Source: an optimization exercise on an open RTL-to-GDS flow (aim: small area). Production flows keep margins and buffers that such runs may drop.
In this exercise RTL edits were held to simulation tests only and were not proved equivalent to the original.

== run 1 ==
Design sbox_sub_bytes_pipe, start of the top module:
module sbox_sub_bytes_pipe
#(
    parameter int LANES = 16,
    parameter int CNT_W = 16
) (
    input  logic               clk,
    input  logic               rst_n,
    input  logic               flush,
    input  logic               in_valid,
    output logic               in_ready,
    input  logic               in_inv,
    input  logic [8*LANES-1:0] in_data,
    output logic               out_valid,
    input  logic               out_ready,
    output logic               out_inv,
    output logic [8*LANES-1:0] out_data,
    output logic               busy,
    output logic [CNT_W-1:0]   done_cnt
);
export LEC_CHECK = 0
export CAP_MARGIN = 20
export CELL_PAD_IN_SITES_DETAIL_PLACEMENT = 0
export CELL_PAD_IN_SITES_GLOBAL_PLACEMENT = 0
export CORE_MARGIN = 2
export CORE_UTILIZATION = 62
export CTS_BUF_LIST = sky130_fd_sc_hd__clkbuf_16
export CTS_CLUSTER_DIAMETER = 100
export CTS_CLUSTER_SIZE = 30
export PLACE_DENSITY = 0.75
export SLEW_MARGIN = 20
create_clock -name core_clock -period 10.0 [get_ports {clk}]
standard.sh (not shown) runs the stock make flow with config.mk's settings and CLKGATE_MAP_FILE= SYNTH_SCRIPT=/design/flow/synth_recipe.tcl, a recipe that flattens the netlist after the stock synthesis.
==> flow/flow/run.sh <==
#!/bin/bash
# Layout flow: the standard flow, except that ABC maps the logic for area instead of
# speed (the design has a lot of timing slack at the 10 ns clock). Synthesis is otherwise
# the standard flow's own script (synth_recipe.tcl), so the registers are the standard synthesis's.
set -euo pipefail
W=$(pwd)
{
  cat <<EOF
proc abc {args} {
  set i [lsearch -exact \$args -script]
  if {\$i >= 0} { lset args [expr {\$i+1}] $W/flow/area.abc }
  puts "abc with the area script: \$args"
  yosys abc {*}\$args
}
EOF
  cat synth_recipe.tcl
} > my_synth.tcl
sed "s#SYNTH_SCRIPT=[^ ]*#SYNTH_SCRIPT=$W/my_synth.tcl#" standard.sh > my_standard.sh
bash my_standard.sh synth > synth.log 2>&1
bash my_standard.sh "BUFFER_PORTS_ARGS=-buffer_cell sky130_fd_sc_hd__buf_1" finish > layout.log 2>&1
test -f out/final.def
==> flow/flow/area.abc <==
&get -n
&dch -f
&nf -R 1000 -p -C 32
&put
--- input diff run 1..run 2 ---
--- a/flow/config.mk
+++ b/flow/config.mk
@@ -8,6 +8,6 @@
 export CAP_MARGIN = 20
-export CELL_PAD_IN_SITES_DETAIL_PLACEMENT = 0
-export CELL_PAD_IN_SITES_GLOBAL_PLACEMENT = 0
+export CELL_PAD_IN_SITES_DETAIL_PLACEMENT = 1
+export CELL_PAD_IN_SITES_GLOBAL_PLACEMENT = 2
 export CORE_MARGIN = 2
-export CORE_UTILIZATION = 62
+export CORE_UTILIZATION = 35
 export CTS_BUF_LIST = sky130_fd_sc_hd__clkbuf_16
@@ -15,3 +15,2 @@
 export CTS_CLUSTER_SIZE = 30
-export PLACE_DENSITY = 0.75
 export SLEW_MARGIN = 20
==> summary.txt <==
- Compared to run 1, run 2 has met1 track utilization from global routing 10 points lower.
- Between run 2 and run 1, it is run 2 whose total routed wirelength is higher, by 25%.
- Number of clock-tree buffers in the layout sits higher in run 2 than in run 1.
- Shortest period the worst path allows was lower in the run labelled run 1.
- Overall via count from detail_route: run 2 vs run 1 down about 0.35%
- met2 track demand over resource in global routing sits lower in run 2 than in run 1.
- Re instance count along the most critical hold path: no difference whatsoever between run 1 and run 2.
- Of run 1 and run 2, run 1 shows the higher effective utilization at floorplan, with run 2 below it.
- Compared with run 1, run 2 shows a lower proportion of cell area occupied by multi-input gates.
Modified inputs, run 3 compared to run 2
--- a/flow/config.mk
+++ b/flow/config.mk
@@ -12,5 +12,3 @@
 export CORE_UTILIZATION = 35
-export CTS_BUF_LIST = sky130_fd_sc_hd__clkbuf_16
-export CTS_CLUSTER_DIAMETER = 100
-export CTS_CLUSTER_SIZE = 30
+export CTS_BUF_LIST = sky130_fd_sc_hd__clkbuf_4
 export SLEW_MARGIN = 20
Net count reported at finish was lower in run 2 than in run 3. Compared with run 2, in run 3 part of the cycle the worst path needs went up by 0.41 points; final design instance area without fill picked up an extra 220 um2.
Input-level comparison between run 4 and run 3:
--- a/flow/flow/run.sh
+++ b/flow/flow/run.sh
@@ -19,3 +19,3 @@
 bash my_standard.sh synth > synth.log 2>&1
-bash my_standard.sh "BUFFER_PORTS_ARGS=-buffer_cell sky130_fd_sc_hd__buf_1" finish > layout.log 2>&1
+bash my_standard.sh finish > layout.log 2>&1
 test -f out/final.def
--- a/flow/config.mk
+++ b/flow/config.mk
@@ -12,3 +12,2 @@
 export CORE_UTILIZATION = 35
-export CTS_BUF_LIST = sky130_fd_sc_hd__clkbuf_4
 export SLEW_MARGIN = 20
- Run 4 against run 3: first-pass GRT wire length dropped about 2%, placed wire-length estimate after detailed placement dropped about 2.3%, endpoint required time on the critical path dropped 0.28 ns, final critical delay including setup and external delays climbed 0.047 ns, wire length dropped about 1.7%.
- Looking only at routed length on met2, and setting everything else aside, the higher value of run 3 and run 4 goes to run 3.
- Run 4: cell count about 2% below run 3


Another version of the RTL of sbox_sub_bytes_pipe (not shown whole).
For scale: roughly 2800 cells after synthesis, ~280 I/O pins, about 0.024 mm² of cells after synthesis.
clock: 10.0 ns
lec_check: 0
cap_margin: 20
cell_pad_in_sites_detail_placement: 0
cell_pad_in_sites_global_placement: 0
core_margin: 2
core_utilization: 62
cts_buf_list: sky130_fd_sc_hd__clkbuf_16
cts_cluster_diameter: 100
cts_cluster_size: 30
place_density: 0.75
slew_margin: 20
==> flow/flow/run.sh <==
#!/bin/bash
# Layout flow: the standard flow, except that ABC maps the logic for area instead of
# speed (the design has a lot of timing slack at the 10 ns clock). Synthesis is otherwise
# the standard flow's own script (synth_recipe.tcl), so the registers are the standard synthesis's.
set -euo pipefail
W=$(pwd)
{
  cat <<EOF
proc abc {args} {
  set i [lsearch -exact \$args -script]
  if {\$i >= 0} { lset args [expr {\$i+1}] $W/flow/area.abc }
  puts "abc with the area script: \$args"
  yosys abc {*}\$args
}
EOF
  cat synth_recipe.tcl
} > my_synth.tcl
sed "s#SYNTH_SCRIPT=[^ ]*#SYNTH_SCRIPT=$W/my_synth.tcl#" standard.sh > my_standard.sh
bash my_standard.sh synth > synth.log 2>&1
bash my_standard.sh "BUFFER_PORTS_ARGS=-buffer_cell sky130_fd_sc_hd__buf_1" finish > layout.log 2>&1
test -f out/final.def
Scripts as last shown in full above: flow/flow/area.abc
==> next run, changes <==
==> flow/flow/run.sh (replaced) <==
#!/bin/bash
# Layout flow: the standard flow (standard.sh) with three changes, none of which touches
# the design's constraints:
#  - synthesis is the standard flow's own script (synth_recipe.tcl), so the registers are the standard
#    synthesis's, but ABC maps the logic for area (flow/area.abc) instead of speed: the
#    design has several ns of slack at the 10 ns clock;
#  - every input and output port still gets a buffer, but the smallest one (buf_1);
#  - clock tree synthesis without dummy loads, with clkbuf_16 at the leaves.
set -euo pipefail
W=$(pwd)
{
  cat <<EOF
proc abc {args} {
  set i [lsearch -exact \$args -script]
  if {\$i >= 0} { lset args [expr {\$i+1}] $W/flow/area.abc }
  puts "abc with the area script: \$args"
  yosys abc {*}\$args
}
EOF
  cat synth_recipe.tcl
} > my_synth.tcl
sed "s#SYNTH_SCRIPT=[^ ]*#SYNTH_SCRIPT=$W/my_synth.tcl#" standard.sh > my_standard.sh
bash my_standard.sh synth > synth.log 2>&1
CTS="-sink_clustering_enable -repair_clock_nets -dont_use_dummy_load"
CTS="$CTS -sink_clustering_size 30 -sink_clustering_max_diameter 100"
CTS="$CTS -buf_list sky130_fd_sc_hd__clkbuf_16 -root_buf sky130_fd_sc_hd__clkbuf_8 -tree_buf sky130_fd_sc_hd__clkbuf_8"
bash my_standard.sh "BUFFER_PORTS_ARGS=-buffer_cell sky130_fd_sc_hd__buf_1" "CTS_ARGS=$CTS" finish > layout.log 2>&1
test -f out/final.def
==> flow/flow/area.abc (replaced) <==
&get -n
&dch -f
&nf -R 1000 -p -C 32
&put
&get -n
&dch -f
&nf -R 1000 -p -C 32
&put
After rerunning: The new run completed without violations; design area came out lower by 0.83%; cell count barely changes; setup slack is better by 0.061 ns; core utilization came out lower by 0.41 points; synthesized cell count came out higher by 0.64%; routed wire length came out lower by 0.34%; via count came out higher by 0.42%; global-route usage came out lower by 0.31 points.

port drivers added, routing unchanged:
The flow's constraints put no driver on any port. The routed layouts listed below were extracted and timed again, unchanged, in two steps.
Step 1, drivers: a clkbuf_16 drives clk and a buf_2 each remaining input, both assumed.
Step 2 moves the port delays by t, midway between the first and last clock arrival at a register: inputs arrive t later, outputs are due t later. That takes back most of the time a late clock gives input paths.
Slacks: ideal / step 1 / step 2; pairs: ideal / step 1.
run	t (ns)	setup WS [ns]	cell pins on the clock port's net
run 1	0.579	3.708 / 3.708 / 3.708	1
run 2	0.645	3.607 / 3.607 / 3.607	1
run 3	0.905	3.566 / 3.566 / 3.566	1
run 4	0.632	3.519 / 3.519 / 3.519	1
the first run of note 2	0.570	3.908 / 3.908 / 3.908	1
the second run of note 2	0.627	3.969 / 3.969 / 3.969	1
After both steps every run listed still meets setup and hold.
